Context: an optimization exercise on an open-source flow, tuned for small area, a short achievable clock period and few clock cycles per item. The choices shown serve that exercise and are no tape-out recipe.
RTL that was checked went through simulation tests only; none was proved equivalent to the original.
For runs 1 and 2, only the layout was checked, not whether the RTL still works.
Power is estimated from default activity; no workload was simulated.

### flow/config.mk
export PLATFORM = sky130hd
export DESIGN_NAME = ex_mem_top
export DESIGN_NICKNAME = ex_mem_top
export VERILOG_FILES = /design/flow/design.v
export SDC_FILE = /design/flow/constraint.sdc
export NUM_CORES = 4
export LEC_CHECK = 0
export CAP_MARGIN = 20
export CORE_MARGIN = 2
export CORE_UTILIZATION = 60
export CTS_BUF_LIST = sky130_fd_sc_hd__clkbuf_8
export CTS_CLUSTER_DIAMETER = 50
export CTS_CLUSTER_SIZE = 16
export SETUP_SLACK_MARGIN = 2.7
export SLEW_MARGIN = 20
export TNS_END_PERCENT = 100
### flow/constraint.sdc
create_clock -name core_clock -period 5.0 [get_ports {clk_in}]
set_input_delay 1.0000 -clock core_clock [delete_from_list [all_inputs] [get_ports {clk_in}]]
set_output_delay 1.0000 -clock core_clock [all_outputs]
set_load 0.01 [all_outputs]
### flow/design.v
`default_nettype none
package pipe_pkg;
    typedef logic [4:0] reg_addr_t;
    typedef logic [31:0] word_t;
    typedef logic [31:0] inst_addr_t;
    typedef logic [31:0] data_addr_t;
    typedef enum logic [3:0] {
        ADD = 4'd0,
        SUB = 4'd1,
        AND = 4'd2,
        OR  = 4'd3,
        XOR = 4'd4,
        SLT = 4'd5,
        SLL = 4'd6,
        SRL = 4'd7,
        BEQ = 4'd8,
        BNE = 4'd9,
        LW  = 4'd10,
        SW  = 4'd11,
        NOP = 4'd12
    } cmd_t;
    typedef struct packed {
        cmd_t       cmd;
        inst_addr_t pc;
        word_t      rs1;
        word_t      rs2;
        word_t      imm;
        reg_addr_t  rd;
    } issue_t;
    typedef struct packed {
        cmd_t       cmdtype;
        reg_addr_t  rsd_addr;
        word_t      rsd_data;
        logic       write_rsd;
        logic       branch;
        inst_addr_t branch_address;
        data_addr_t mem_addr;
        logic       mem_read;
    } ex_mem_t;
    typedef struct packed {
        reg_addr_t rd;
        word_t     data;
    } wb_t;
    typedef logic [5:0] stall_t;
    localparam int STALL_EX  = 3;
    localparam int STALL_MEM = 4;
endpackage
`default_nettype wire
`timescale 1ns/1ps
`default_nettype none
module ex_mem_top #(
    parameter int DMEM_WORDS = 16
) (
    input  logic        clk_in,
    input  logic        reset,
    input  logic        rdy_in,
    input  logic [3:0]  issue_cmd,
    input  logic [31:0] issue_pc,
    input  logic [31:0] issue_rs1,
    input  logic [31:0] issue_rs2,
    input  logic [31:0] issue_imm,
    input  logic [4:0]  issue_rd,
    input  logic        issue_strobe,
    output logic        ex_busy,
    output logic [4:0]  wb_rd,
    output logic [31:0] wb_data,
    output logic        wb_strobe,
    output logic        branch_taken,
    output logic [31:0] branch_target
);
    localparam logic [3:0] C_ADD = 4'd0;
    localparam logic [3:0] C_SUB = 4'd1;
    localparam logic [3:0] C_AND = 4'd2;
    localparam logic [3:0] C_OR  = 4'd3;
    localparam logic [3:0] C_XOR = 4'd4;
    localparam logic [3:0] C_SLT = 4'd5;
    localparam logic [3:0] C_SLL = 4'd6;
    localparam logic [3:0] C_SRL = 4'd7;
    localparam logic [3:0] C_BEQ = 4'd8;
    localparam logic [3:0] C_BNE = 4'd9;
    localparam logic [3:0] C_LW  = 4'd10;
    localparam logic [3:0] C_SW  = 4'd11;
    assign ex_busy = !rdy_in;
    logic accept;
    assign accept = issue_strobe && rdy_in;
    logic        d_br, d_sll, d_shift, d_inv, d_sw, d_wb, d_taken;
    logic [31:0] d_rs1, d_a, d_b;
    logic [5:0]  d_addr;
    always_comb begin
        d_br    = (issue_cmd == C_BEQ) || (issue_cmd == C_BNE);
        d_sll   = (issue_cmd == C_SLL);
        d_shift = (issue_cmd == C_SLL) || (issue_cmd == C_SRL);
        d_inv   = (issue_cmd == C_SUB) || (issue_cmd == C_SLT);
        d_sw    = (issue_cmd == C_SW);
        d_wb    = (issue_cmd <= C_SRL) || (issue_cmd == C_LW);
        d_taken = ((issue_rs1 == issue_rs2) == (issue_cmd == C_BEQ)) && d_br;
        d_addr  = issue_rs1[5:0] + issue_imm[5:0];
        for (int i = 0; i < 32; i++) d_rs1[i] = d_sll ? issue_rs1[31-i] : issue_rs1[i];
        if (d_shift && issue_rs2[4]) d_rs1 = {16'd0, d_rs1[31:16]};
        d_a = d_br ? issue_pc : (d_sw ? 32'd0 : d_rs1);
        d_b = d_br ? issue_imm : (d_inv ? ~issue_rs2 : issue_rs2);
    end
    logic        s_wb, s_br, s_sw;
    logic [31:0] s_a, s_p;
    logic        s_cin, s_g0, s_and, s_xor;
    logic        s_sum, s_slt, s_srl, s_sll;
    logic [15:0] s_sel, s_ldh;
    logic [3:0]  s_sh;
    logic [4:0]  s_rd;
    always_ff @(posedge clk_in) begin
        if (reset) begin
            s_wb <= 1'b0;
            s_br <= 1'b0;
            s_sw <= 1'b0;
        end else begin
            s_wb <= accept && d_wb;
            s_br <= accept && d_taken;
            s_sw <= accept && d_sw;
        end
    end
    always_ff @(posedge clk_in) begin
        s_a   <= d_a;
        s_p   <= d_a ^ d_b;
        s_cin <= d_inv;
        s_g0  <= (d_a[0] ^ d_b[0]) ? d_inv : d_a[0];
        s_and <= (issue_cmd == C_AND) || (issue_cmd == C_OR);
        s_xor <= (issue_cmd == C_XOR) || (issue_cmd == C_OR);
        s_sum <= (issue_cmd == C_ADD) || (issue_cmd == C_SUB) || d_br;
        s_slt <= (issue_cmd == C_SLT);
        s_srl <= (issue_cmd == C_SRL);
        s_sll <= d_sll;
        for (int w = 0; w < 16; w++) begin
            s_sel[w] <= (d_addr[5:2] == 4'(w)) && ((issue_cmd == C_LW) || d_sw);
            s_ldh[w] <= (d_addr[5:2] == 4'(w)) && (issue_cmd == C_LW);
        end
        s_sh  <= issue_rs2[3:0];
        s_rd  <= issue_rd;
    end
    logic [31:0] dmem [DMEM_WORDS];
    logic [31:0] gn, pg, pp, ng, np, sum, lg, sh, sh_rev, rdata, result;
    logic        lt;
    int          j;
    always_comb begin
        gn = s_a & ~s_p;
        pg = gn;
        pp = s_p;
        pg[0] = s_g0;
        for (int l = 0; l < 5; l++) begin
            ng = pg;
            np = pp;
            for (int i = 0; i < 32; i++) begin
                if ((i >> l) & 1) begin
                    j = ((i >> l) << l) - 1;
                    ng[i] = pg[i] | (pp[i] & pg[j]);
                    np[i] = pp[i] & pp[j];
                end
            end
            pg = ng;
            pp = np;
        end
        sum = s_p ^ {pg[30:0], s_cin};
        lg  = ({32{s_and}} & gn) | ({32{s_xor}} & s_p);
        lt  = s_p[31] ? !pg[30] : s_a[31];
        sh  = s_a >> s_sh;
        for (int i = 0; i < 32; i++) sh_rev[i] = sh[31-i];
        rdata = '0;
        for (int w = 0; w < 16; w++) rdata = rdata | ({{16{s_ldh[w]}}, {16{s_sel[w]}}} & dmem[w]);
        result = ({32{s_sum}} & sum) | lg | {31'd0, s_slt & lt} |
                 ({32{s_srl}} & sh) | ({32{s_sll}} & sh_rev) |
                 rdata;
    end
    always_ff @(posedge clk_in) begin
        for (int w = 0; w < 16; w++) begin
            if (s_sw && s_sel[w]) dmem[w] <= s_p;
        end
    end
    logic        pend_wb, pend_br;
    logic [31:0] res;
    logic [4:0]  res_rd;
    always_ff @(posedge clk_in) begin
        if (reset) begin
            wb_strobe    <= 1'b0;
            branch_taken <= 1'b0;
            pend_wb      <= 1'b0;
            pend_br      <= 1'b0;
        end else begin
            wb_strobe    <= rdy_in && (s_wb || pend_wb);
            branch_taken <= rdy_in && (s_br || pend_br);
            pend_wb      <= !rdy_in && (s_wb || pend_wb);
            pend_br      <= !rdy_in && (s_br || pend_br);
        end
    end
    always_ff @(posedge clk_in) begin
        if (s_wb || s_br) begin
            res    <= result;
            res_rd <= s_rd;
        end
    end
    assign wb_data       = res;
    assign branch_target = res;
    assign wb_rd         = res_rd;
endmodule
`default_nettype wire
### flow/flow/run.sh
#!/bin/bash
set -euo pipefail
bash standard.sh \
  BUFFER_PORTS_ARGS="-buffer_cell sky130_fd_sc_hd__buf_1" \
  CTS_ARGS="-sink_clustering_enable -repair_clock_nets -sink_clustering_size 16 -sink_clustering_max_diameter 50 -buf_list sky130_fd_sc_hd__clkbuf_8 -dont_use_dummy_load" \
  MATCH_CELL_FOOTPRINT=0 \
  finish > standard_make.log 2>&1
### flow/standard.sh
#!/bin/bash
# synth_recipe.tcl (not shown) runs the flow's synth.tcl, then flattens the netlist and writes it again
# the make line also repeats each setting of config.mk as NAME=value (left out here)
make -C /OpenROAD-flow-scripts/flow DESIGN_CONFIG=/design/flow/config.mk WORK_HOME=/design/flow/orfs CLKGATE_MAP_FILE= SYNTH_SCRIPT=/design/flow/synth_recipe.tcl "${@:-finish}"
==> results of run 1 <==
==> logic make-up (layout without fill, tap and decap cells) <==
kind of cell | after synthesis | in the layout | share of synthesized area [%]
xor gates and xnor gates | 133 | 133 | 4.202
muxes | 83 | 83 | 3.787
adders and majority gates | 4 | 4 | 0.1806
AOI/OAI and AO/OA | 511 | 512 | 13.59
DFF | 669 | 669 | 68.14
and+or+nand+nor | 421 | 422 | 7.200
buffers and inverters | 182 | 442 | 2.898
other | 0 | 5 | 0
==> worst max-delay path, cell delays in order, from the launching register on <==
cell and delay, ps:
dfxtp_1 470, nor2_1 120, a31oi_4 220, o2111ai_4 150
a211oi_4 350, a31oi_4 170, o31a_1 360, buf_6 160
o31ai_4 180, a21oi_1 100, or3_1 380
==> layer usage <==
metal / vias to the layer above / global-route usage [%]
li1: 8297 / -
met1: 9909 / 53.17
met4: 4 / 16.62
met5: - / 0
met3: 346 / 8.829
met2: 1537 / 61.68
==> worst min-delay path by stage <==
stage                                to  slack, ps
detailed placement  res_rd[2]$_DFFE_PP_        390
global route            s_rd[4]$_DFF_P_        370
floorplan           res_rd[0]$_DFFE_PP_        390
global placement    res_rd[2]$_DFFE_PP_        390
finish                  s_rd[4]$_DFF_P_        400
CTS                     s_rd[4]$_DFF_P_        360
==> cell type report <==
| class | instances | area share, % |
|---|---|---|
| antenna | 5 | 0.03959 |
| multi-input combinational | 1154 | 27.66 |
| timing repair buffer | 369 | 7.225 |
| clock buffer | 54 | 2.352 |
| tap | 600 | 2.375 |
| sequential | 669 | 60.10 |
| inverter | 19 | 0.2494 |
==> power by group through the flow <==
stage          clock, uW  combinational, uW  sequential (uW)
6_report            2600               1760             6700
5_1_grt             2790               1840             6710
4_1_cts             2590               1420             6720
3_5_place_dp           0               1200             6880
2_1_floorplan          0                815             6680
3_3_place_gp           0               1190             6870
==> state kept, by name, indices dropped and copies added, names as in the netlist, 4 cells and up <==
signal and flops:
s_sh 4, s_p 32, dmem 512, s_rd 5, res 32, s_a 32
s_ldh 16, res_rd 5, s_sel 16
==> stage by stage <==
stage / hold slack, ps / instances / instance area (um2) / worst slack, ps
CTS: 360.6 / 2825 / 30790 / 2119
global placement: 385.6 / 2718 / 29200 / 1597
floorplan: 385.5 / 2003 / 27920 / 2247
detailed placement: 391.3 / 2718 / 29210 / 1572
global route: 369.0 / 2865 / 31590 / 2145
finish: 398.4 / 2870 / 31600 / 2158
==> Yosys cell counts, drive strengths merged (55+ instances only) <==
| cell type | instances | share of area (%) |
|---|---|---|
| a21oi | 73 | 1.3 |
| a221oi | 66 | 2.1 |
| a22o | 55 | 1.7 |
| a22oi | 102 | 2.8 |
| clkbuf | 125 | 1.7 |
| dfxtp | 120 | 8.7 |
| edfxtp | 549 | 59 |
| mux2i | 61 | 2.2 |
| nand2 | 123 | 1.7 |
| nor2 | 123 | 1.7 |
| o21ai | 85 | 1.5 |
| xnor2 | 67 | 2.1 |
| xor2 | 66 | 2.1 |
==> timing repair <==
| action | 4_1_cts | 5_1_grt |
|---|---|---|
| endpoints found under the setup margin | 155 | 95 |
| buffers inserted | 49 | 39 |
| cloned | 4 | 1 |
| pin swaps | 30 | 30 |
| gates resized for setup | 127 | 115 |
==> metrics.csv, run 1 <==
stage,metric,value,unit
status,status,finished clean,
yosys,yosys_register_bits,669,
placement,gp_congestion,0.9831,
worst_setup_path,crit_arrival,3280,ps
layout,final_common_cell,edfxtp_1,
power_and_ir_drop,p_total,11060,uW
power_and_ir_drop,p_seq_share,60.6,%
yosys,netlist_area,0.02772,mm2
worst_setup_path,startpoint,s_a[4]$_DFF_P_,
worst_setup_path,rrSetupSlack,2160,ps
layout,seq_area,0.01899,mm2
layout,nets,2412,
sta,slew_viol_final,0,
clock_network,tritoncts,yes,
sta,finalHoldViolCount,0,
floorplan,die-area,0.04793,mm2
yosys,synth_edf_count,549,
global_route,grt_usage,39.23,%
routing,totalWireLength,96.22,mm
layout,postLayoutCoreUtil,69.49,%
layout,final_cell_mix,"edfxtp_1, buf_1, buf_4",
layout,drive_above_1_share,18.90,%
clock_network,cts-root-buf,clkbuf_8,
layout,multi_input_area,0.008742,mm2
routing,routedWlPerCell,33.53,um
global_route,overflow,0,
global_route,antenna_found_initial,7,
clock_network,cts_sinks,669,
flow_run,maxCapViolations,0,
routing,route.detailed.drc,0,
worst_setup_path,endpoint_kind,register,
routing,drt-met1-wl,34.79,mm
yosys,avgSynthCellArea,13.84,um2
floorplan,core,0.04548,mm2
routing,top_layer,met5,
routing,met2WireLength,44.54,mm
layout,fillers,3241,
clock_network,cts_made_buffers,54,
worst_setup_path,crit_type,register to register,
sta,clock_skew,120.0,ps
worst_hold_path,min_path_type,primary input to register,
clock_network,postCtsHoldBufs,0,
worst_setup_path,r2r_cells,10,
power_and_ir_drop,ir_drop,284.9,uV
yosys,synth_nets,2148,
worst_setup_path,r2r_end,res[29]$_DFFE_PP_,
yosys,async_reset_ff_share,0,%
sta,setup_viol,0,
sta,slew_headroom,24.15,%
worst_setup_path,cp-start-kind,register,
power_and_ir_drop,pwr-share-comb,15.9,%
placement,dp.final_hpwl,60.95,mm
sta,setup_tns,0,ps
yosys,synth_cell_types,62,
layout,synthToLayoutAreaGrowth,14.01,%
sta,min_period,2842,ps
clock_network,clk_pin_slew,90,ps
worst_setup_path,endpoint,res[29]$_DFFE_PP_,
power_and_ir_drop,cellLeakagePower,0.01031,uW
floorplan,num_rows,78,
floorplan,start_util,60.95,%
worst_setup_path,required,5440,ps
routing,drtIter0Drc,3308,
sta,rsz0062_at_grt,true,
clock_network,cts_max_level,2,
global_route,grt_pass1_vias,18830,
worst_hold_path,holdCritStartpoint,issue_rd[4],
sta,fin_crit_sh,56.83,%
global_route,grt_pass1_wl,131.9,mm
placement,port_buffers,212,
power_and_ir_drop,switching_share,27.44,%
routing,num_vias,20093,
floorplan,dieHeight,218.9,um
yosys,syn_inst,2003,
sta,worst_pin_slew,1138,ps
routing,antenna_left,0,
routing,viasPerCell,7.001,
clock_network,clk_path_buf_depth,3,
worst_setup_path,worstPathMaxFanout,5,
routing,wl_met3,11.44,mm
power_and_ir_drop,p_int,8022,uW
routing,drt_pass1_iterations,6,
yosys,seq_area_frac_synth,68.14,%
sta,fmax,351.9,MHz
power_and_ir_drop,power_density,349.8,mW/mm2
floorplan,io_pins,213,
worst_setup_path,r2r_start,s_a[4]$_DFF_P_,
floorplan,die_w,218.9,um
global_route,grt_max_degree,95,
clock_network,insertion_delay,700,ps
power_and_ir_drop,pwr-share-clk,23.5,%
power_and_ir_drop,power.switching,3033,uW
worst_hold_path,whs_path_depth,1,
yosys,synth_ff_type,edfxtp_1,
yosys,ys_warn_count,2,
==> inputs of run 2 (changes only) <==
--- a/flow/design.v
+++ b/flow/design.v
@@ -97,11 +97,11 @@
         d_addr  = issue_rs1[5:0] + issue_imm[5:0];
         for (int i = 0; i < 32; i++) d_rs1[i] = d_sll ? issue_rs1[31-i] : issue_rs1[i];
         if (d_shift && issue_rs2[4]) d_rs1 = {16'd0, d_rs1[31:16]};
-        d_a = d_br ? issue_pc : (d_sw ? 32'd0 : d_rs1);
+        d_a = d_br ? issue_pc : d_rs1;
         d_b = d_br ? issue_imm : (d_inv ? ~issue_rs2 : issue_rs2);
     end
     logic        s_wb, s_br, s_sw;
-    logic [31:0] s_a, s_p;
+    logic [31:0] s_a, s_p, s_wd;
     logic        s_cin, s_g0, s_and, s_xor;
     logic        s_sum, s_slt, s_srl, s_sll;
     logic [15:0] s_sel, s_ldh;
@@ -121,6 +121,7 @@
     always_ff @(posedge clk_in) begin
         s_a   <= d_a;
         s_p   <= d_a ^ d_b;
+        s_wd  <= issue_rs2;
         s_cin <= d_inv;
         s_g0  <= (d_a[0] ^ d_b[0]) ? d_inv : d_a[0];
         s_and <= (issue_cmd == C_AND) || (issue_cmd == C_OR);
@@ -171,7 +172,7 @@
     end
     always_ff @(posedge clk_in) begin
         for (int w = 0; w < 16; w++) begin
-            if (s_sw && s_sel[w]) dmem[w] <= s_p;
+            if (s_sw && s_sel[w]) dmem[w] <= s_wd;
         end
     end
     logic        pend_wb, pend_br;
==> metrics.csv, run 2 <==
stage,metric,value,unit
global_route,grt_pass1_vias,19971,
clock_network,cts_max_level,2,
sta,slew_headroom,36.02,%
yosys,yosysMostFrequentCell,edfxtp_1,
routing,drtIter0Drc,3218,
layout,nets,2488,
worst_setup_path,r2r_start,s_ldh[4]$_DFF_P_,
layout,final_common_cell,edfxtp_1,
routing,routedWlPerCell,35.29,um
worst_setup_path,worstPathCellList,buf_8 > a22o_1 > a221oi_2 > nand4_1 > a2111oi_2 > o31ai_1,
sta,fmax,404.9,MHz
worst_setup_path,required,5350,ps
routing,num_vias,21148,
global_route,antenna_found_initial,3,
worst_setup_path,cp-start-kind,register,
placement,placed_area,0.03049,mm2
worst_setup_path,path_delay_family,compound AO/OA/AOI/OAI gates,
worst_setup_path,r2r_cells,6,
clock_network,cts-root-buf,clkbuf_8,
floorplan,core,0.04775,mm2
placement,port_buffers,212,
sta,min_period,2470,ps
global_route,grt_pass1_wl,143.2,mm
worst_hold_path,whs_path_depth,0,
worst_setup_path,worstPathMaxFanout,15,
clock_network,cts_sinks,697,
clock_network,cts_made_buffers,53,
layout,largest_reg_flops,512,
yosys,synth_ff_type,edfxtp_1,
global_route,overflow,0,
layout,seq_area,0.01958,mm2
yosys,ys_warn_count,2,
layout,final_cell_mix,"edfxtp_1, buf_1, nor2_1",
routing,antenna_left,0,
yosys,syn_inst,2088,
floorplan,start_util,60.75,%
yosys,avgSynthCellArea,13.89,um2
yosys,yosys-top-cells-count,"edfxtp_1, nor2_1, dfxtp_1",
worst_setup_path,critPathBufInv,1,
yosys,netlist_area,0.02901,mm2
clock_network,tritoncts,yes,
worst_hold_path,holdCritStartpoint,s_rd[4]$_DFF_P_,
floorplan,dieHeight,223.9,um
power_and_ir_drop,power_density,331.4,mW/mm2
yosys,async_reset_ff_share,0,%
yosys,synth_nets,2233,
placement,dp.final_hpwl,68.64,mm
worst_hold_path,min_path_type,register to register,
yosys,seq_area_frac_synth,67.05,%
power_and_ir_drop,ir_drop,352.8,uV
routing,route.detailed.drc,0,
layout,multi_input_area,0.009824,mm2
floorplan,die-area,0.05012,mm2
yosys,synth_cell_types,89,
yosys,synth.top_cell.area_share,56.84,%
global_route,grt_max_degree,69,
layout,synthToLayoutAreaGrowth,15.09,%
yosys,ys_top_cells_by_area,"edfxtp_1, dfxtp_1, a22oi_1",
sta,worst_pin_slew,956.5,ps
routing,totalWireLength,104.3,mm
sta,setup_viol,0,
sta,slew_viol_final,0,
floorplan,num_rows,80,
worst_setup_path,endpoint_kind,register,
worst_setup_path,crit_type,register to register,
yosys,synth_edf_count,549,
worst_setup_path,r2r_end,res[30]$_DFFE_PP_,
routing,drt_pass1_iterations,6,
global_route,grt_usage,41.06,%
clock_network,insertion_delay,730,ps
layout,postLayoutCoreUtil,69.92,%
worst_setup_path,critPathSlowestCell,nand4_1,
sta,rsz0062_at_grt,true,
layout,diodes,0,
sta,clock_skew,114.2,ps
worst_setup_path,crit_arrival,2820,ps
layout,drive_above_1_share,22.30,%
status,status,finished clean,
worst_setup_path,critPathMaxStageDelay,490,ps
sta,finalHoldViolCount,0,
floorplan,io_pins,213,
clock_network,clk_path_buf_depth,3,
power_and_ir_drop,cellLeakagePower,0.01088,uW
yosys,yosys_register_bits,697,
flow_run,maxCapViolations,0,
floorplan,die_w,223.9,um
placement,gp_congestion,0.9941,
clock_network,clk_pin_slew,100,ps
layout,regMostFlops,dmem,
routing,viasPerCell,7.154,
yosys,yosys.area.top_type,edfxtp_1,
sta,fin_crit_sh,49.40,%
layout,postLayoutCellArea,0.03338,mm2
layout,fillers,3309,
sta,setup_tns,0,ps
worst_hold_path,holdPathEnd,res_rd[4]$_DFFE_PP_,
worst_setup_path,rrSetupSlack,2530,ps
run 2: worst max path at each step:
stage / cells after the start / end / from / slack, ps
after detailed placement: 8 / s_p[30]$_DFF_P_ / issue_cmd[0] / 1670
after global placement: 8 / s_p[30]$_DFF_P_ / issue_cmd[0] / 1750
after global routing: 7 / res[19]$_DFFE_PP_ / s_sh[1]$_DFF_P_ / 2520
after CTS: 6 / res[31]$_DFFE_PP_ / s_wd[3]$_DFF_P_ / 2520
after floorplan: 8 / s_ldh[10]$_DFF_P_ / issue_rs1[1] / 2430
final: 6 / res[30]$_DFFE_PP_ / s_ldh[4]$_DFF_P_ / 2530
run 2: stage by stage:
step	std cells	hold WS, ps	total power, uW	worst slack (ps)
after floorplan	2088	385.5	7529	2429
after global placement	2805	386.5	8083	1753
after detailed placement	2805	388.7	8092	1669
after CTS	2942	403.0	10870	2519
after global routing	2956	418.0	11310	2516
final	2956	410.2	11060	2530
run 2: repair_timing:
item,CTS,global route
setup endpoints to repair,260,119
pin swaps,52,50
buffers inserted,79,13
resized for setup,236,117
hold buffers,0,0
cloned,5,1
run 2: cell families after synthesis:
| logic type | synth area share, % |
|---|---|
| DFF | 67.05 |
| muxes | 4.874 |
| and+or+nand+nor | 7.471 |
| AOI/OAI and AO/OA | 13.60 |
| xor gates and xnor gates | 3.654 |
| adders and majority gates | 0.1726 |
| buffers and inverters | 3.179 |
run 2: layer usage:
| layer | global-route usage [%] | up-vias | part of all wire, % | wire (um) |
|---|---|---|---|---|
| met5 | 0 | - | 0.037 | 39 |
| met4 | 22.84 | 6 | 7.2 | 7555 |
| met3 | 8.827 | 422 | 12 | 12110 |
| met2 | 65.24 | 1660 | 46 | 48050 |
| met1 | 53.02 | 10438 | 35 | 36580 |
| li1 | - | 8622 | - | - |
run 2: final cells by class:
cell class,instances,area share [%]
clock buffer,53,2.185
multi-input combinational,1202,29.43
timing repair buffer,371,7.177
sequential,697,58.64
timing repair inverter,1,0.02249
tap,615,2.305
inverter,17,0.2361
run 2: power breakdown:
group	internal, uW	switching, uW	total [uW]
logic	719	992	1710
registers	6380	319	6700
clock network	947	1700	2650
total	8050	3010	11100
==> inputs of run 3 (changes only) <==
--- a/flow/design.v
+++ b/flow/design.v
@@ -97,14 +97,14 @@
         d_addr  = issue_rs1[5:0] + issue_imm[5:0];
         for (int i = 0; i < 32; i++) d_rs1[i] = d_sll ? issue_rs1[31-i] : issue_rs1[i];
         if (d_shift && issue_rs2[4]) d_rs1 = {16'd0, d_rs1[31:16]};
-        d_a = d_br ? issue_pc : d_rs1;
+        d_a = d_br ? issue_pc : (d_sw ? 32'd0 : d_rs1);
         d_b = d_br ? issue_imm : (d_inv ? ~issue_rs2 : issue_rs2);
     end
     logic        s_wb, s_br, s_sw;
-    logic [31:0] s_a, s_p, s_wd;
+    logic [31:0] s_a, s_p;
     logic        s_cin, s_g0, s_and, s_xor;
     logic        s_sum, s_slt, s_srl, s_sll;
-    logic [15:0] s_sel, s_ldh;
+    logic [15:0] s_sel;
     logic [3:0]  s_sh;
     logic [4:0]  s_rd;
     always_ff @(posedge clk_in) begin
@@ -121,7 +121,6 @@
     always_ff @(posedge clk_in) begin
         s_a   <= d_a;
         s_p   <= d_a ^ d_b;
-        s_wd  <= issue_rs2;
         s_cin <= d_inv;
         s_g0  <= (d_a[0] ^ d_b[0]) ? d_inv : d_a[0];
         s_and <= (issue_cmd == C_AND) || (issue_cmd == C_OR);
@@ -130,10 +129,8 @@
         s_slt <= (issue_cmd == C_SLT);
         s_srl <= (issue_cmd == C_SRL);
         s_sll <= d_sll;
-        for (int w = 0; w < 16; w++) begin
+        for (int w = 0; w < 16; w++)
             s_sel[w] <= (d_addr[5:2] == 4'(w)) && ((issue_cmd == C_LW) || d_sw);
-            s_ldh[w] <= (d_addr[5:2] == 4'(w)) && (issue_cmd == C_LW);
-        end
         s_sh  <= issue_rs2[3:0];
         s_rd  <= issue_rd;
     end
@@ -165,14 +162,14 @@
         sh  = s_a >> s_sh;
         for (int i = 0; i < 32; i++) sh_rev[i] = sh[31-i];
         rdata = '0;
-        for (int w = 0; w < 16; w++) rdata = rdata | ({{16{s_ldh[w]}}, {16{s_sel[w]}}} & dmem[w]);
+        for (int w = 0; w < 16; w++) rdata = rdata | ({32{s_sel[w]}} & dmem[w]);
         result = ({32{s_sum}} & sum) | lg | {31'd0, s_slt & lt} |
                  ({32{s_srl}} & sh) | ({32{s_sll}} & sh_rev) |
                  rdata;
     end
     always_ff @(posedge clk_in) begin
         for (int w = 0; w < 16; w++) begin
-            if (s_sw && s_sel[w]) dmem[w] <= s_wd;
+            if (s_sw && s_sel[w]) dmem[w] <= s_p;
         end
     end
     logic        pend_wb, pend_br;
==> metrics.csv, run 3 <==
stage,metric,value,unit
status,status,finished clean,
yosys,muxShareOfSynthArea,4.508,%
global_route,overflow,0,
sta,setup_tns,0,ps
power_and_ir_drop,cellLeakagePower,0.01044,uW
yosys,seq_area_frac_synth,66.97,%
sta,rsz0062_at_grt,true,
yosys,ys_top_cells_by_area,"edfxtp_1, dfxtp_1, a22oi_1",
global_route,grt_pass1_vias,19219,
global_route,grt_pass1_wl,133.3,mm
clock_network,clk_pin_slew,90,ps
layout,final_cell_mix,"edfxtp_1, buf_1, a22oi_1",
worst_setup_path,crit_type,register to register,
floorplan,num_rows,78,
layout,regMostFlops,dmem,
yosys,async_reset_ff_share,0,%
floorplan,core,0.04548,mm2
sta,min_period,2385,ps
layout,nets,2381,
routing,antenna_left,0,
clock_network,cts_made_buffers,53,
floorplan,die_w,219.0,um
yosys,synth_top_family_by_area,compound AO/OA/AOI/OAI gates,
worst_setup_path,endpoint_kind,register,
worst_setup_path,critPathMaxStageDelay,350,ps
sta,setup_viol,0,
sta,fin_crit_sh,47.71,%
worst_setup_path,required,5390,ps
sta,finalHoldWorstSlack,381.5,ps
floorplan,dieHeight,219.0,um
sta,slew_headroom,37.09,%
layout,diodes,0,
placement,gp_congestion,0.9948,
clock_network,cts_sinks,653,
yosys,synth.top_cell.area_share,59.46,%
floorplan,io_pins,213,
yosys,synth_fa_ha_area_share,0.1805,%
worst_setup_path,cp-start-kind,register,
yosys,synth_ff_type,edfxtp_1,
flow_run,maxCapViolations,0,
global_route,antenna_found_initial,2,
yosys,synthSimpleGateAreaFrac,7.157,%
layout,final_common_cell,edfxtp_1,
routing,viasPerCell,7.136,
sta,worst_pin_slew,942.3,ps
worst_setup_path,cpMostUsedCell,a221oi_2,
sta,clock_skew,114.2,ps
worst_setup_path,worstPathMaxFanout,19,
placement,dp.final_hpwl,59.61,mm
yosys,synth_nets,2130,
yosys,yosysMostFrequentCell,edfxtp_1,
global_route,grt_usage,39.60,%
sta,finalHoldViolCount,0,
clock_network,cts-root-buf,clkbuf_8,
clock_network,insertion_delay,700,ps
yosys,synth_cell_types,89,
worst_hold_path,min_path_type,primary input to register,
worst_setup_path,path_delay_family,compound AO/OA/AOI/OAI gates,
routing,routedWlPerCell,34.03,um
clock_network,tritoncts,yes,
global_route,grt_max_degree,40,
yosys,synth-xor-area-share,3.980,%
yosys,yosys.area.top_type,edfxtp_1,
worst_setup_path,critPathBufInv,1,
power_and_ir_drop,ir_drop,294.9,uV
layout,largest_reg_flops,512,
layout,fillers,3144,
placement,port_buffers,212,
yosys,avgSynthCellArea,13.97,um2
routing,drt_pass1_iterations,7,
routing,totalWireLength,96.45,mm
worst_setup_path,crit_arrival,2780,ps
floorplan,start_util,60.96,%
clock_network,cts_max_level,2,
worst_setup_path,worstPathCellList,buf_12 > a22o_1 > a221oi_2 > nand4_1 > a221oi_2 > o21ai_1 > a221o_1,
floorplan,die-area,0.04794,mm2
sta,slew_viol_final,0,
yosys,netlist_area,0.02773,mm2
routing,num_vias,20224,
layout,synthToLayoutAreaGrowth,14.39,%
yosys,ys_warn_count,2,
worst_setup_path,critPathSlowestCell,dfxtp_2,
clock_network,clk_path_buf_depth,3,
power_and_ir_drop,power_density,347.7,mW/mm2
routing,drtIter0Drc,3389,
routing,route.detailed.drc,0,
yosys,yosys-top-cells-count,"edfxtp_1, a22oi_1, nor2_1",
layout,drive_above_1_share,19.87,%
yosys,synth-compound-area-share,14.13,%
yosys,syn_inst,1985,
sta,fmax,419.2,MHz
clock_network,postCtsHoldBufs,0,
yosys,synth_edf_count,549,
yosys,yosys_register_bits,653,
## run 3: path summary, 6_finish.rpt
kind,startpoint,to,slack (ps),depth (start not counted)
worst min register to register,s_rd[3]$_DFF_P_,res_rd[3]$_DFFE_PP_,410,0
worst min-delay path,issue_rd[3],s_rd[3]$_DFF_P_,380,1
worst max register to register,s_sel[0]$_DFF_P_,res[8]$_DFFE_PP_,2610,7
worst max-delay path,s_sel[0]$_DFF_P_,res[8]$_DFFE_PP_,2610,7
## run 3: metal layers
layer | wire, um | share of wire (%) | track usage (%) | up-vias
li1 | - | - | - | 8254
met1 | 34220 | 35 | 53.28 | 9923
met2 | 44360 | 46 | 61.64 | 1703
met3 | 12410 | 13 | 9.175 | 340
met4 | 5447 | 5.6 | 18.47 | 4
met5 | 24 | 0.025 | 0 | -
## run 3: final cells by class
cell class                      instances  area, um2  share of cell area, %
Timing Repair Buffer                  350       2502                  7.890
Sequential cell                       653      18700                  58.96
Tap cell                              600      750.7                  2.367
Multi-Input combinational cell       1158       8936                  28.18
Clock buffer                           53      729.5                  2.300
Inverter                               20      98.84                 0.3117
## run 3: kinds of logic after synthesis
kind of cell,count (synthesis)
flops,653
mux,93
simple gates,410
compound gates,523
xor+xnor,126
buf+inv,176
fa+ha+maj,4
## run 3: power by group
part           leakage (uW)  total [uW]  internal (uW)  switching [uW]
sequential          0.00583        6580           6240             347
combinational       0.00423        1890            749            1140
clock              0.000381        2550            941            1610
## run 3: stage by stage
stage	instance area [um2]	util (%)	total power [uW]	instances	setup WS, ps
finish	31720	69.74	11030	2834	2615
global route	31720	69.74	11310	2834	2538
detailed placement	29040	63.86	8134	2700	1784
floorplan	27810	-	7471	1985	2527
CTS	31020	68.21	10780	2803	2616
global placement	29040	63.86	8115	2700	1786
## run 3: what timing repair did
item / 4_1_cts / 5_1_grt
endpoints found under the hold margin: 0 / 0
pin swaps: 27 / 33
endpoints found under the setup margin: 131 / 95
cloned: 10 / 3
gates resized for setup: 212 / 122
buffers inserted: 40 / 28
Testbench counts of run 3, summed over its fixed seeds: cycles 16,016, ops 16,000.
==> inputs of run 4 (changes only) <==
--- a/flow/config.mk
+++ b/flow/config.mk
@@ -11,6 +11,7 @@
 export CTS_BUF_LIST = sky130_fd_sc_hd__clkbuf_8
 export CTS_CLUSTER_DIAMETER = 50
 export CTS_CLUSTER_SIZE = 16
+export PLACE_DENSITY = 0.66
 export SETUP_SLACK_MARGIN = 2.7
 export SLEW_MARGIN = 20
 export TNS_END_PERCENT = 100
==> metrics.csv, run 4 <==
stage,metric,value,unit
status,status,finished clean,
routing,routedWlPerCell,34.64,um
sta,setup_slack,2578,ps
worst_setup_path,cpMostUsedCell,a221oi_2,
power_and_ir_drop,cellLeakagePower,0.01073,uW
global_route,overflow,0,
floorplan,die_w,219.0,um
sta,finalHoldWorstSlack,410.6,ps
power_and_ir_drop,switching_share,28.52,%
worst_setup_path,cp-start-kind,register,
layout,postLayoutCoreUtil,71.15,%
layout,finalNonFillerCells,2884,
power_and_ir_drop,power_density,345.2,mW/mm2
sta,rsz0062_at_grt,true,
sta,fin_crit_sh,48.44,%
layout,fillers,3139,
yosys,synth_ff_type,edfxtp_1,
yosys,yosysMostFrequentCell,edfxtp_1,
sta,setup_viol,0,
power_and_ir_drop,p_seq_share,58.7,%
power_and_ir_drop,power.switching,3186,uW
layout,diodes,0,
sta,worst_pin_slew,1102,ps
layout,multi_input_area,0.009087,mm2
clock_network,cts-root-buf,clkbuf_8,
layout,nets,2431,
yosys,yosys.area.top_type,edfxtp_1,
global_route,grt_pass1_wl,136.3,mm
routing,drtIter0Drc,3206,
clock_network,clk_path_buf_depth,3,
sta,fmax,412.9,MHz
clock_network,postCtsHoldBufs,0,
worst_setup_path,path_delay_family,compound AO/OA/AOI/OAI gates,
power_and_ir_drop,p_int,7986,uW
yosys,ys_top_cells_by_area,"edfxtp_1, dfxtp_1, a22oi_1",
clock_network,insertion_delay,730,ps
routing,num_vias,20538,
clock_network,tritoncts,yes,
floorplan,die-area,0.04794,mm2
global_route,grt_usage,40.64,%
floorplan,io_pins,213,
yosys,syn_inst,1985,
global_route,grt_pass1_vias,19335,
clock_network,clk_pin_slew,90,ps
yosys,synth.top_cell.area_share,59.46,%
global_route,antenna_found_initial,5,
worst_hold_path,min_path_type,register to register,
global_route,grt_max_degree,75,
layout,synthToLayoutAreaGrowth,16.72,%
clock_network,cts_sinks,653,
placement,gp_congestion,0.9889,
layout,largest_reg_flops,512,
worst_setup_path,crit_arrival,2840,ps
floorplan,dieHeight,219.0,um
yosys,async_reset_ff_share,0,%
yosys,synth_cell_types,89,
yosys,ys_warn_count,2,
sta,slew_viol_final,0,
routing,route.detailed.drc,0,
yosys,yosys_register_bits,653,
placement,numPlacedInstances,2704,
routing,totalWireLength,99.90,mm
flow_run,maxCapViolations,0,
floorplan,num_rows,78,
layout,drive_above_1_share,22.20,%
yosys,avgSynthCellArea,13.97,um2
yosys,synth_edf_count,549,
worst_setup_path,worstPathCellList,buf_6 > a22o_1 > a221oi_2 > nand4_1 > a221oi_2 > o21ai_1 > a221o_1,
sta,setup_tns,0,ps
worst_setup_path,critPathBufInv,1,
floorplan,core,0.04548,mm2
yosys,seq_area_frac_synth,66.97,%
worst_setup_path,worstPathMaxFanout,9,
routing,antenna_left,0,
worst_setup_path,endpoint_kind,register,
floorplan,start_util,60.96,%
power_and_ir_drop,ir_drop,318.5,uV
worst_setup_path,critPathSlowestCell,nand4_1,
sta,min_period,2422,ps
placement,port_buffers,212,
worst_setup_path,required,5420,ps
routing,viasPerCell,7.121,
power_and_ir_drop,pwr-share-clk,23.2,%
clock_network,cts_made_buffers,53,
routing,drt_pass1_iterations,6,
layout,final_cell_mix,"edfxtp_1, buf_1, a22oi_1",
yosys,yosys-top-cells-count,"edfxtp_1, a22oi_1, nor2_1",
worst_setup_path,critPathMaxStageDelay,410,ps
placement,dp.final_hpwl,61.63,mm
yosys,synth_nets,2130,
worst_setup_path,crit_type,register to register,
power_and_ir_drop,pwr-share-comb,18.1,%
sta,finalHoldViolCount,0,
yosys,netlist_area,0.02773,mm2
sta,clock_skew,111.0,ps
layout,regMostFlops,dmem,
layout,final_common_cell,edfxtp_1,
placement,dpl_worst_slack,1591,ps
clock_network,cts_max_level,2,
layout,seq_area,0.01872,mm2
sta,slew_headroom,26.56,%
-- run 4: cell types whose count changed in the layout (fill, tap and decap cells not counted), moves of 5 or more --
cell       before  now
a21oi_2         7   12
a221oi_1       38   30
a221oi_2       13   21
buf_1         179  190
buf_4          81  122
clkbuf_16      11   16
clkbuf_2       30   20
dfxtp_1        54   47
dfxtp_4        27   33
mux2i_1        54   47
mux2i_2         6   13
-- run 4: power by group through the flow --
| stage | clock, uW | sequential (uW) | combinational, uW |
|---|---|---|---|
| after floorplan | 0 | 6540 | 927 |
| after detailed placement | 0 | 6660 | 1480 |
| after CTS | 2580 | 6520 | 1750 |
| after global placement | 0 | 6660 | 1470 |
| after global routing | 2750 | 6560 | 2110 |
| final | 2590 | 6550 | 2030 |
-- run 4: cell families after synthesis --
kind of cell / synth area share [%]
buf+inv: 3.069
mux: 4.508
fa+ha+maj: 0.1805
flops: 66.97
simple gates: 7.157
xor+xnor: 3.980
compound gates: 14.13
-- run 4: timing repair --
action,in CTS,in global routing
pin swaps,33,45
gates cloned,11,8
endpoints found under the setup margin,207,96
setup buffers,66,42
resized for setup,248,105
-- run 4: routing by layer --
| metal | GRT usage [%] | share of wire, % | up-vias |
|---|---|---|---|
| li1 | - | - | 8367 |
| met1 | 55.06 | 36 | 10111 |
| met2 | 61.95 | 45 | 1714 |
| met3 | 9.480 | 13 | 340 |
| met4 | 20.81 | 6.3 | 6 |
| met5 | 0 | 0.045 | - |
-- run 4: path summary, 6_finish.rpt --
kind | end | from | depth (start not counted) | slack [ps]
worst max-delay path | res[8]$_DFFE_PP_ | s_sel[7]$_DFF_P_ | 7 | 2580
worst min-delay path | res_rd[0]$_DFFE_PP_ | s_rd[0]$_DFF_P_ | 0 | 410
worst max register to register | res[8]$_DFFE_PP_ | s_sel[7]$_DFF_P_ | 7 | 2580
worst min register to register | res_rd[0]$_DFFE_PP_ | s_rd[0]$_DFF_P_ | 0 | 410
-- run 4: cell type report --
| class | instances | area share [%] |
|---|---|---|
| Tap cell | 600 | 2.320 |
| Multi-Input combinational cell | 1159 | 28.08 |
| Timing Repair Buffer | 399 | 9.191 |
| Clock buffer | 53 | 2.254 |
| Inverter | 20 | 0.2977 |
| Sequential cell | 653 | 57.85 |
-- run 4: through the flow --
step	area, um2	power (uW)
global route	32360	11410
detailed placement	29090	8148
floorplan	27810	7471
CTS	31490	10860
finish	32360	11170
global placement	29080	8125
==> inputs of run 5 (changes only) <==
--- a/flow/config.mk
+++ b/flow/config.mk
@@ -11,7 +11,7 @@
 export CTS_BUF_LIST = sky130_fd_sc_hd__clkbuf_8
 export CTS_CLUSTER_DIAMETER = 50
 export CTS_CLUSTER_SIZE = 16
-export PLACE_DENSITY = 0.66
+export GPL_ROUTABILITY_DRIVEN = 0
 export SETUP_SLACK_MARGIN = 2.7
 export SLEW_MARGIN = 20
 export TNS_END_PERCENT = 100
==> metrics.csv, run 5 <==
stage,metric,value,unit
clock_network,insertion_delay,710,ps
global_route,grt_max_degree,39,
yosys,yosysMostFrequentCell,edfxtp_1,
global_route,grt_pass1_wl,129.8,mm
routing,drtIter0Drc,3273,
layout,regMostFlops,dmem,
worst_setup_path,r2r_end,res[23]$_DFFE_PP_,
yosys,yosys-top-cells-count,"edfxtp_1, a22oi_1, nor2_1",
worst_hold_path,holdPathEnd,res_rd[3]$_DFFE_PP_,
clock_network,clk_pin_slew,90,ps
clock_network,clk_path_buf_depth,3,
routing,drt_pass1_iterations,6,
status,status,finished clean,
yosys,ys_warn_count,2,
sta,slew_viol_final,0,
worst_setup_path,r2r_start,s_sel[3]$_DFF_P_,
worst_setup_path,rrSetupSlack,2500,ps
worst_setup_path,worstPathMaxFanout,5,
floorplan,core,0.04548,mm2
global_route,grt_usage,38.35,%
layout,fillers,3151,
worst_hold_path,holdCritStartpoint,s_rd[3]$_DFF_P_,
yosys,synth_cell_types,89,
worst_setup_path,crit_arrival,2870,ps
floorplan,io_pins,213,
layout,final_cell_mix,"edfxtp_1, buf_1, a22oi_1",
floorplan,die_w,219.0,um
clock_network,cts_sinks,653,
sta,rsz0062_at_grt,true,
power_and_ir_drop,ir_drop,275.0,uV
power_and_ir_drop,power_density,346.7,mW/mm2
yosys,synth_nets,2130,
floorplan,die-area,0.04794,mm2
layout,drive_above_1_share,21.64,%
yosys,async_reset_ff_share,0,%
clock_network,cts_made_buffers,53,
routing,route.detailed.drc,0,
yosys,synth_ff_type,edfxtp_1,
layout,synthToLayoutAreaGrowth,15.75,%
layout,diodes,0,
clock_network,cts_max_level,2,
worst_hold_path,min_path_type,register to register,
worst_setup_path,endpoint_kind,register,
yosys,synth_fa_ha_area_share,0.1805,%
yosys,syn_inst,1985,
yosys,seq_area_frac_synth,66.97,%
layout,nets,2416,
yosys,synth-xor-area-share,3.980,%
global_route,grt_pass1_vias,18807,
yosys,ys_top_cells_by_area,"edfxtp_1, dfxtp_1, a22oi_1",
yosys,yosys_register_bits,653,
clock_network,cts-root-buf,clkbuf_8,
sta,worst_pin_slew,1082,ps
worst_setup_path,cp-start-kind,register,
sta,clock_skew,95.01,ps
floorplan,start_util,60.96,%
flow_run,maxCapViolations,0,
worst_hold_path,whs_path_depth,0,
yosys,synth.top_cell.area_share,59.46,%
worst_setup_path,r2r_cells,7,
power_and_ir_drop,cellLeakagePower,0.01062,uW
yosys,avgSynthCellArea,13.97,um2
sta,finalHoldWorstSlack,417.3,ps
floorplan,num_rows,78,
yosys,yosys.area.top_type,edfxtp_1,
global_route,antenna_found_initial,1,
yosys,synth-compound-area-share,14.13,%
routing,antenna_left,0,
yosys,netlist_area,0.02773,mm2
routing,totalWireLength,94.96,mm
sta,slew_headroom,27.85,%
sta,setup_viol,0,
yosys,synthSimpleGateAreaFrac,7.157,%
yosys,synth_edf_count,549,
sta,fin_crit_sh,50.08,%
floorplan,dieHeight,219.0,um
placement,dp.final_hpwl,59.25,mm
routing,viasPerCell,7.062,
routing,num_vias,20260,
worst_setup_path,crit_type,register to register,
yosys,muxShareOfSynthArea,4.508,%
layout,largest_reg_flops,512,
sta,setup_tns,0,ps
global_route,overflow,0,
routing,routedWlPerCell,33.10,um
sta,min_period,2504,ps
sta,finalHoldViolCount,0,
layout,final_common_cell,edfxtp_1,
placement,port_buffers,212,
worst_setup_path,required,5370,ps
yosys,synth_top_family_by_area,compound AO/OA/AOI/OAI gates,
clock_network,tritoncts,yes,
sta,fmax,399.4,MHz
==> run 5: cell count changes in the layout (fill, tap and decap cells not counted), sizes merged <==
cell	before	now
clkbuf	89	84
inv	18	17
buf	363	353
o21ai	78	77
nor2	117	118
clkinvlp	1	2
==> run 5: how the worst max path moves through the flow <==
stage                         to        startpoint
2_1_floorplan  s_sel[10]$_DFF_P_      issue_rs1[1]
3_3_place_gp      s_p[5]$_DFF_P_      issue_cmd[2]
3_5_place_dp      s_p[5]$_DFF_P_      issue_cmd[2]
4_1_cts        res[23]$_DFFE_PP_   s_sh[0]$_DFF_P_
5_1_grt        res[23]$_DFFE_PP_  s_sel[3]$_DFF_P_
6_report       res[23]$_DFFE_PP_  s_sel[3]$_DFF_P_
==> run 5: cells by family after synthesis <==
family	after synthesis
adder cells (fa/ha/maj)	4
AND/OR/NAND/NOR	410
multiplexers	93
buffers and inverters	176
flip-flops	653
AO/OA/AOI/OAI	523
XOR/XNOR	126
==> run 5: critical path, stage by stage (launching register included) <==
cell       delay, ps
dfxtp_4          370
buf_12           140
buf_6            110
a22o_1           230
a221oi_2         170
nand4_1          500
a2111oi_4        490
nand3_1          170
==> run 5: final cells by class <==
class	count	area (um2)	share of cell area, %
tap	600	750.7	2.339
multi-input combinational	1159	9140	28.48
timing repair buffer	384	2661	8.292
clock buffer	53	729.5	2.273
inverter	20	97.59	0.3041
sequential	653	18710	58.31
==> run 5: layer usage <==
| metal | vias up | GRT usage, % | part of all wire (%) |
|---|---|---|---|
| li1 | 8347 | - | - |
| met5 | - | 0 | 0.014 |
| met2 | 1607 | 59.89 | 46 |
| met4 | 2 | 17.43 | 5.7 |
| met3 | 324 | 8.150 | 13 |
| met1 | 9980 | 52.13 | 36 |
==> run 5: stage by stage <==
| stage | cell area (um2) | util [%] | std cells | total power [uW] | setup slack, ps |
|---|---|---|---|---|---|
| after floorplan | 27810 | - | 1985 | 7471 | 2527 |
| after global placement | 29070 | 63.93 | 2706 | 8086 | 1660 |
| after detailed placement | 29070 | 63.93 | 2706 | 8115 | 1600 |
| after CTS | 30850 | 67.84 | 2800 | 10760 | 2568 |
| after global routing | 32090 | 70.57 | 2869 | 11410 | 2523 |
| final | 32090 | 70.57 | 2869 | 11130 | 2496 |
==> run 5: timing repair <==
action                     4_1_cts  5_1_grt
setup endpoints to repair      136      100
cloned                           4        7
resized for setup              202      155
hold buffers                     0        0
pin swaps                       26       43
buffers inserted                37       62
==> run 5: power breakdown <==
| group | switching [uW] | internal (uW) |
|---|---|---|
| Sequential | 306 | 6230 |
| Clock | 1630 | 943 |
| Combinational | 1200 | 813 |
==> inputs of run 6 (changes only) <==
==> flow/config.mk (replaced) <==
export PLATFORM = sky130hd
export DESIGN_NAME = ex_mem_top
export DESIGN_NICKNAME = ex_mem_top
export VERILOG_FILES = /design/flow/design.v
export SDC_FILE = /design/flow/constraint.sdc
export NUM_CORES = 4
export LEC_CHECK = 0
export CAP_MARGIN = 5
export CORE_MARGIN = 2
export CORE_UTILIZATION = 60
export CTS_BUF_LIST = sky130_fd_sc_hd__clkbuf_8
export CTS_CLUSTER_DIAMETER = 50
export CTS_CLUSTER_SIZE = 16
export SETUP_SLACK_MARGIN = 2.7
export SLEW_MARGIN = 5
export TNS_END_PERCENT = 100
==> metrics.csv, run 6 <==
stage,metric,value,unit
status,status,finished clean,
floorplan,core,0.04548,mm2
clock_network,postCtsHoldBufs,0,
power_and_ir_drop,pwr-share-clk,23.3,%
layout,postLayoutCellArea,0.03187,mm2
routing,drtIter0Drc,3184,
floorplan,die-area,0.04794,mm2
sta,fmax,414.4,MHz
global_route,antenna_found_initial,1,
floorplan,dieHeight,219.0,um
global_route,grt_pass1_wl,133.2,mm
routing,viasPerCell,7.156,
layout,diodes,0,
sta,slew_viol_final,0,
layout,nets,2393,
yosys,yosys-top-cells-count,"edfxtp_1, a22oi_1, nor2_1",
worst_setup_path,endpoint_kind,register,
power_and_ir_drop,power.switching,3117,uW
layout,regMostFlops,dmem,
clock_network,cts-root-buf,clkbuf_8,
sta,finalHoldViolCount,0,
floorplan,io_pins,213,
floorplan,die_w,219.0,um
yosys,avgSynthCellArea,13.97,um2
clock_network,tritoncts,yes,
yosys,synth.top_cell.area_share,59.46,%
sta,min_period,2413,ps
sta,setup_tns,0,ps
sta,worst_pin_slew,1258,ps
worst_hold_path,min_path_type,primary input to register,
yosys,ys_warn_count,2,
layout,largest_reg_flops,512,
yosys,synth_cell_types,89,
clock_network,insertion_delay,700,ps
floorplan,start_util,60.96,%
routing,route.detailed.drc,0,
placement,gp_congestion,0.9948,
routing,num_vias,20365,
clock_network,clk_pin_slew,90,ps
yosys,yosys.area.top_type,edfxtp_1,
layout,final_common_cell,edfxtp_1,
clock_network,cts_made_buffers,54,
yosys,syn_inst,1985,
yosys,ys_top_cells_by_area,"edfxtp_1, dfxtp_1, a22oi_1",
power_and_ir_drop,p_int,7953,uW
worst_setup_path,cp-start-kind,register,
yosys,synth_nets,2130,
worst_setup_path,crit_arrival,2800,ps
sta,fin_crit_sh,48.26,%
clock_network,clk_path_buf_depth,3,
power_and_ir_drop,power_density,347.4,mW/mm2
global_route,grt_max_degree,40,
layout,drive_above_1_share,20.70,%
yosys,yosys_register_bits,653,
clock_network,cts_sinks,653,
placement,placed_area,0.02904,mm2
routing,antenna_left,0,
routing,routedWlPerCell,34.30,um
clock_network,cts_max_level,2,
sta,setup_viol,0,
yosys,async_reset_ff_share,0,%
power_and_ir_drop,p_seq_share,59.4,%
worst_setup_path,required,5390,ps
yosys,synth_ff_type,edfxtp_1,
layout,synthToLayoutAreaGrowth,14.95,%
global_route,grt_usage,39.65,%
power_and_ir_drop,cellLeakagePower,0.01053,uW
power_and_ir_drop,switching_share,28.16,%
sta,slew_headroom,16.11,%
sta,rsz0062_at_grt,true,
layout,final_cell_mix,"edfxtp_1, buf_1, a22oi_1",
yosys,synth_edf_count,549,
layout,fillers,3104,
global_route,overflow,0,
global_route,grt_pass1_vias,18909,
routing,totalWireLength,97.63,mm
placement,dp.final_hpwl,59.70,mm
flow_run,maxCapViolations,0,
routing,drt_pass1_iterations,9,
yosys,netlist_area,0.02773,mm2
worst_setup_path,worstPathMaxFanout,27,
yosys,seq_area_frac_synth,66.97,%
worst_setup_path,crit_type,register to register,
yosys,yosysMostFrequentCell,edfxtp_1,
sta,clock_skew,104.0,ps
floorplan,num_rows,78,
placement,port_buffers,212,
power_and_ir_drop,ir_drop,292.6,uV
power_and_ir_drop,pwr-share-comb,17.4,%
run 6: changes by cell type in the layout (fill, tap and decap cells not counted), moves of 3 or more:
cell,delta
a21oi_1,+3
dfxtp_4,-4
clkbuf_16,+4
o21ai_2,-7
buf_4,-29
clkbuf_2,+14
o21ai_1,+9
nor2b_4,-3
buf_1,-16
dfxtp_2,+3
run 6: layout make-up:
cell class,count,area (um2),share of cell area (%)
Clock buffer,54,743.2,2.332
Tap cell,600,750.7,2.356
Timing Repair Buffer,361,2606,8.178
Multi-Input combinational cell,1158,8967,28.14
Sequential cell,653,18700,58.69
Inverter,20,98.84,0.3102
run 6: power groups by stage:
stage          clock, uW  sequential [uW]  combinational (uW)
2_1_floorplan          0             6540                 927
5_1_grt             2770             6580                1990
3_3_place_gp           0             6690                1430
4_1_cts             2570             6570                1660
6_report            2570             6570                1920
3_5_place_dp           0             6700                1430
run 6: critical path: stages, from the launching register on:
cell      delay [ps]
dfxtp_2          400
buf_8            230
a221oi_2         300
nand4_1          350
a221oi_2         350
o21ai_1          100
a221o_1          340
run 6: final timing paths:
kind         slack, ps             endpoint        startpoint  depth (start not counted)
max               2590     res[8]$_DFFE_PP_  s_sel[8]$_DFF_P_                          6
min                390      s_rd[3]$_DFF_P_       issue_rd[3]                          1
max reg2reg       2590     res[8]$_DFFE_PP_  s_sel[8]$_DFF_P_                          6
min reg2reg        410  res_rd[3]$_DFFE_PP_   s_rd[3]$_DFF_P_                          0
run 6: repair_timing:
action | CTS | global route
pin swaps | 29 | 33
cloned | 10 | 4
setup endpoints to repair | 154 | 94
gates resized for setup | 218 | 136
setup buffers | 45 | 33
run 6: stage by stage:
| step | setup slack, ps | cells | total power [uW] | util, % | hold WS [ps] |
|---|---|---|---|---|---|
| floorplan | 2527 | 1985 | 7471 | - | 385.5 |
| global placement | 1786 | 2700 | 8115 | 63.86 | 385.7 |
| detailed placement | 1770 | 2700 | 8135 | 63.86 | 392.7 |
| CTS | 2602 | 2809 | 10800 | 68.27 | 367.4 |
| global route | 2556 | 2846 | 11350 | 70.08 | 369.8 |
| finish | 2587 | 2846 | 11070 | 70.08 | 386.1 |
run 6: cell families after synthesis:
kind of cell               after synthesis  share of synthesized area, %
adders and majority gates                4                        0.1805
and+or+nand+nor                        410                         7.157
buffers and inverters                  176                         3.069
AOI/OAI and AO/OA                      523                         14.13
DFF                                    653                         66.97
muxes                                   93                         4.508
xor gates and xnor gates               126                         3.980
run 6: layer usage:
metal	routed length [um]	up-vias	share of wire (%)	track usage [%]
met3	12580	314	13	8.704
li1	-	8299	-	-
met2	44730	1700	46	61.38
met1	34830	10050	36	53.95
met4	5475	2	5.6	18.65
met5	13	-	0.013	0
==> inputs of run 7 (changes only) <==
--- a/flow/flow/run.sh
+++ b/flow/flow/run.sh
@@ -1,4 +1,7 @@
 #!/bin/bash
+# Standard ORFS layout (the standard.sh, unchanged synthesis), with two
+# make settings: the port buffers start as buf_1 (the resizer may still
+# upsize them), and clock tree synthesis inserts no dummy loads.
 set -euo pipefail
 bash standard.sh \
   BUFFER_PORTS_ARGS="-buffer_cell sky130_fd_sc_hd__buf_1" \
--- a/flow/config.mk
+++ b/flow/config.mk
@@ -5,12 +5,12 @@
 export SDC_FILE = /design/flow/constraint.sdc
 export NUM_CORES = 4
 export LEC_CHECK = 0
-export CAP_MARGIN = 5
+export CAP_MARGIN = 20
 export CORE_MARGIN = 2
 export CORE_UTILIZATION = 60
 export CTS_BUF_LIST = sky130_fd_sc_hd__clkbuf_8
 export CTS_CLUSTER_DIAMETER = 50
 export CTS_CLUSTER_SIZE = 16
 export SETUP_SLACK_MARGIN = 2.7
-export SLEW_MARGIN = 5
+export SLEW_MARGIN = 20
 export TNS_END_PERCENT = 100
==> metrics.csv, run 7 <==
stage,metric,value,unit
yosys,seq_area_frac_synth,66.97,%
routing,viasPerCell,7.136,
floorplan,die-area,0.04794,mm2
worst_setup_path,cp-start-kind,register,
clock_network,clk_pin_slew,90,ps
clock_network,clk_path_buf_depth,3,
worst_setup_path,worstPathMaxFanout,19,
worst_setup_path,endpoint_kind,register,
routing,drt-met1-wl,34.22,mm
layout,regMostFlops,dmem,
clock_network,cts-root-buf,clkbuf_8,
routing,num_vias,20224,
flow_run,maxCapViolations,0,
layout,final_common_cell,edfxtp_1,
placement,gp_congestion,0.9948,
worst_hold_path,whs_path_depth,1,
power_and_ir_drop,power.switching,3101,uW
worst_setup_path,critPathBufInv,1,
floorplan,start_util,60.96,%
worst_setup_path,r2r_cells,7,
routing,met2WireLength,44.36,mm
worst_setup_path,required,5390,ps
worst_setup_path,worstPathCellList,buf_12 > a22o_1 > a221oi_2 > nand4_1 > a221oi_2 > o21ai_1 > a221o_1,
clock_network,cts_sinks,653,
floorplan,dieHeight,219.0,um
clock_network,tritoncts,yes,
yosys,netlist_area,0.02773,mm2
routing,routedWlPerCell,34.03,um
worst_setup_path,path_depth,7,
global_route,grt_pass1_wl,133.3,mm
global_route,antenna_found_initial,2,
floorplan,io_pins,213,
layout,drive_above_1_share,19.87,%
yosys,yosys_register_bits,653,
sta,setup_viol,0,
routing,drtIter0Drc,3389,
worst_setup_path,path_delay_family,compound AO/OA/AOI/OAI gates,
worst_hold_path,min_path_type,primary input to register,
yosys,syn_inst,1985,
yosys,synth_nets,2130,
sta,fin_crit_sh,47.71,%
yosys,yosys-top-cells-count,"edfxtp_1, a22oi_1, nor2_1",
worst_setup_path,cpMostUsedCell,a221oi_2,
power_and_ir_drop,power_density,347.7,mW/mm2
floorplan,die_w,219.0,um
sta,rsz0062_at_grt,true,
global_route,grt_max_degree,40,
power_and_ir_drop,pwr-share-clk,23.1,%
placement,dp.final_hpwl,59.61,mm
yosys,ys_top_cells_by_area,"edfxtp_1, dfxtp_1, a22oi_1",
yosys,synth.top_cell.area_share,59.46,%
worst_setup_path,critPathMaxStageDelay,350,ps
status,status,finished clean,
global_route,grt_usage,39.60,%
worst_setup_path,crit_type,register to register,
worst_setup_path,critPathSlowestCell,dfxtp_2,
routing,drt_pass1_iterations,7,
layout,synthToLayoutAreaGrowth,14.39,%
routing,totalWireLength,96.45,mm
yosys,async_reset_ff_share,0,%
placement,placed_area,0.02904,mm2
floorplan,num_rows,78,
sta,setup_tns,0,ps
clock_network,cts_max_level,2,
power_and_ir_drop,switching_share,28.12,%
sta,slew_viol_final,0,
routing,route.detailed.drc,0,
global_route,overflow,0,
yosys,synth_edf_count,549,
placement,port_buffers,212,
sta,slew_headroom,37.09,%
sta,min_period,2385,ps
clock_network,insertion_delay,700,ps
power_and_ir_drop,cellLeakagePower,0.01044,uW
yosys,avgSynthCellArea,13.97,um2
layout,diodes,0,
routing,antenna_left,0,
layout,nets,2381,
sta,clock_skew,114.2,ps
global_route,grt_pass1_vias,19219,
sta,finalHoldWorstSlack,381.5,ps
layout,largest_reg_flops,512,
layout,final_cell_mix,"edfxtp_1, buf_1, a22oi_1",
power_and_ir_drop,p_seq_share,59.7,%
sta,finalHoldViolCount,0,
yosys,yosys.area.top_type,edfxtp_1,
power_and_ir_drop,p_int,7926,uW
layout,postLayoutCellArea,0.03172,mm2
yosys,synth_cell_types,89,
routing,wl_met3,12.41,mm
yosys,yosysMostFrequentCell,edfxtp_1,
yosys,ys_warn_count,2,
sta,worst_pin_slew,942.3,ps
worst_setup_path,crit_arrival,2780,ps
floorplan,core,0.04548,mm2
routing,top_layer,met5,
sta,fmax,419.2,MHz
clock_network,cts_made_buffers,53,
power_and_ir_drop,ir_drop,294.9,uV
power_and_ir_drop,pwr-share-comb,17.2,%
yosys,synth_ff_type,edfxtp_1,
-- run 7: cell counts after synthesis --
No cell type changed its count.
-- run 7: path summary, 6_finish.rpt --
kind                            slack, ps                  end             start
worst min register to register        410  res_rd[3]$_DFFE_PP_   s_rd[3]$_DFF_P_
worst max register to register       2610     res[8]$_DFFE_PP_  s_sel[0]$_DFF_P_
worst max-delay path                 2610     res[8]$_DFFE_PP_  s_sel[0]$_DFF_P_
worst min-delay path                  380      s_rd[3]$_DFF_P_       issue_rd[3]
-- run 7: routing by layer --
metal  vias up  GRT usage, %
li1       8254             -
met1      9923         53.28
met2      1703         61.64
met3       340         9.175
met4         4         18.47
met5         -             0
-- run 7: area by class of cell --
type	instances	area, um2
Inverter	20	98.84
Multi-Input combinational cell	1158	8936
Tap cell	600	750.7
Clock buffer	53	729.5
Timing Repair Buffer	350	2502
Sequential cell	653	18700
Fill cell	3144	13760
-- run 7: timing repair --
| action | in CTS | in global routing |
|---|---|---|
| endpoints found under the hold margin | 0 | 0 |
| gates resized for setup | 212 | 122 |
| hold buffers | 0 | 0 |
| pin swaps | 27 | 33 |
| setup buffers | 40 | 28 |
| cloned | 10 | 3 |
| setup endpoints to repair | 131 | 95 |
-- run 7: cell families after synthesis --
kind of cell | count (synthesis) | share of synthesized area, %
AO/OA/AOI/OAI | 523 | 14.13
XOR/XNOR | 126 | 3.980
adder cells (fa/ha/maj) | 4 | 0.1805
buffers and inverters | 176 | 3.069
flip-flops | 653 | 66.97
multiplexers | 93 | 4.508
AND/OR/NAND/NOR | 410 | 7.157
-- run 7: stage by stage --
step | power (uW) | setup WS [ps] | utilization, % | std cells
2_1_floorplan | 7471 | 2527 | - | 1985
3_3_place_gp | 8115 | 1786 | 63.86 | 2700
3_5_place_dp | 8134 | 1784 | 63.86 | 2700
4_1_cts | 10780 | 2616 | 68.21 | 2803
5_1_grt | 11310 | 2538 | 69.74 | 2834
6_report | 11030 | 2615 | 69.74 | 2834
-- run 7: power by group through the flow --
stage	Combinational (uW)	Sequential, uW	Clock, uW
6_report	1890	6580	2550
4_1_cts	1650	6570	2560
3_3_place_gp	1430	6690	0
5_1_grt	1970	6590	2750
2_1_floorplan	927	6540	0
3_5_place_dp	1430	6700	0
==> inputs of run 8 (changes only) <==
--- a/flow/config.mk
+++ b/flow/config.mk
@@ -11,6 +11,6 @@
 export CTS_BUF_LIST = sky130_fd_sc_hd__clkbuf_8
 export CTS_CLUSTER_DIAMETER = 50
 export CTS_CLUSTER_SIZE = 16
-export SETUP_SLACK_MARGIN = 2.7
+export SETUP_SLACK_MARGIN = 2.6
 export SLEW_MARGIN = 20
 export TNS_END_PERCENT = 100
==> metrics.csv, run 8 <==
stage,metric,value,unit
floorplan,core,0.04548,mm2
yosys,synth_nets,2130,
yosys,yosys-top-cells-count,"edfxtp_1, a22oi_1, nor2_1",
routing,wl_met3,12.35,mm
sta,clock_skew,150.5,ps
yosys,ys_warn_count,2,
global_route,overflow,0,
layout,drive_above_1_share,16.76,%
routing,drtIter0Drc,3498,
layout,postLayoutCoreUtil,68.85,%
layout,largest_reg_flops,512,
routing,route.detailed.drc,0,
layout,final_cell_mix,"edfxtp_1, buf_1, a22oi_1",
placement,dpl_worst_slack,1750,ps
worst_setup_path,critPathSlowestCell,a2111oi_1,
worst_setup_path,crit_arrival,3020,ps
power_and_ir_drop,power_density,349.6,mW/mm2
flow_run,maxCapViolations,0,
routing,drt_pass1_iterations,8,
sta,finalHoldViolCount,0,
sta,rsz0062_at_grt,true,
yosys,async_reset_ff_share,0,%
status,status,finished clean,
clock_network,insertion_delay,740,ps
floorplan,die_w,219.0,um
clock_network,clk_pin_slew,100,ps
sta,setup_slack,2461,ps
power_and_ir_drop,ir_drop,255.3,uV
sta,slew_viol_final,0,
global_route,antenna_found_initial,3,
sta,worst_pin_slew,875.5,ps
sta,fmax,393.8,MHz
routing,antenna_left,0,
worst_setup_path,worstPathCellList,buf_6 > a22oi_2 > nand4_1 > a2111oi_1 > nand3_1 > a221oi_1 > o211ai_1,
yosys,yosysMostFrequentCell,edfxtp_1,
clock_network,cts-root-buf,clkbuf_8,
global_route,grt_pass1_wl,134.5,mm
yosys,netlist_area,0.02773,mm2
worst_setup_path,crit_type,register to register,
floorplan,io_pins,213,
global_route,grt_usage,40.18,%
yosys,yosys.area.top_type,edfxtp_1,
placement,port_buffers,212,
sta,setup_tns,0,ps
yosys,synth_ff_type,edfxtp_1,
layout,regMostFlops,dmem,
worst_setup_path,critPathMaxStageDelay,490,ps
sta,slew_headroom,41.56,%
floorplan,dieHeight,219.0,um
layout,synthToLayoutAreaGrowth,12.94,%
clock_network,cts_made_buffers,54,
worst_setup_path,required,5480,ps
floorplan,start_util,60.96,%
routing,num_vias,20152,
floorplan,die-area,0.04794,mm2
clock_network,cts_sinks,653,
yosys,seq_area_frac_synth,66.97,%
routing,drt-met1-wl,34.95,mm
global_route,grt_pass1_vias,18891,
yosys,ys_top_cells_by_area,"edfxtp_1, dfxtp_1, a22oi_1",
routing,viasPerCell,7.144,
placement,gp_congestion,1.026,
worst_setup_path,endpoint_kind,register,
clock_network,clk_path_buf_depth,3,
worst_hold_path,min_path_type,primary input to register,
layout,final_common_cell,edfxtp_1,
routing,routedWlPerCell,34.61,um
sta,min_period,2539,ps
yosys,avgSynthCellArea,13.97,um2
yosys,synth_cell_types,89,
layout,nets,2367,
-- run 8: cell type report --
class / count / area (um2)
Antenna cell: 1 / 2.502
Inverter: 20 / 88.84
Multi-Input combinational cell: 1157 / 8914
Tap cell: 600 / 750.7
Sequential cell: 653 / 18660
Fill cell: 3219 / 14170
Clock buffer: 54 / 743.2
Timing Repair Buffer: 336 / 2152
-- run 8: repair_timing --
item                                    4_1_cts  5_1_grt
gates cloned                                  6        3
hold buffers                                  0        0
buffers inserted                             20       35
endpoints found under the setup margin       40       58
hold endpoints to repair                      0        0
gates resized for setup                     141       91
pin swaps                                    16       19
-- run 8: path summary, 6_finish.rpt --
| path | endpoint | slack, ps | depth (start not counted) | start |
|---|---|---|---|---|
| max | res[29]$_DFFE_PP_ | 2460 | 7 | s_sel[8]$_DFF_P_ |
| min | s_rd[3]$_DFF_P_ | 400 | 1 | issue_rd[3] |
| max reg2reg | res[29]$_DFFE_PP_ | 2460 | 7 | s_sel[8]$_DFF_P_ |
| min reg2reg | res_rd[4]$_DFFE_PP_ | 420 | 0 | s_rd[4]$_DFF_P_ |
-- run 8: power breakdown --
part           leakage (uW)  internal (uW)  switching (uW)
clock network      0.000388            959            1620
logic               0.00400            670            1140
registers           0.00582           6230             327
total                0.0102           7860            3090
-- run 8: cell families (layout without fill, tap and decap cells) --
logic type                 count (synthesis)  count (layout)  synth area share [%]
xor gates and xnor gates                 126             126                 3.980
muxes                                     93              93                 4.508
buffers and inverters                    176             410                 3.069
adders and majority gates                  4               4                0.1805
other                                      0               1                     0
DFF                                      653             653                 66.97
and+or+nand+nor                          410             411                 7.157
AOI/OAI and AO/OA                        523             523                 14.13
-- run 8: per-stage QoR --
step                cells  hold WS, ps
finish               2821        397.6
global route         2820        377.6
CTS                  2782        371.6
detailed placement   2702        394.2
global placement     2702        385.7
floorplan            1985        385.5
-- run 8: layer usage --
layer,up-vias,global-route usage [%]
li1,8235,-
met5,-,0
met3,324,8.565
met4,6,18.78
met1,9867,54.85
met2,1720,62.26
-- run 8: critical path: cells and delay by family, from the launching register on --
kind            cells  cell delay [ps]
simple gates        2              540
flops               1              350
buf+inv             1              250
compound gates      4             1150

Re-timed with assumed drivers on the ports (clkbuf_16 on the clock, buf_2 on other inputs), run 8 has 2.461 ns of setup slack against 2.461 ns with ideal ports, and 1.948 ns once port delays also move by the mid clock arrival of 0.722 ns.
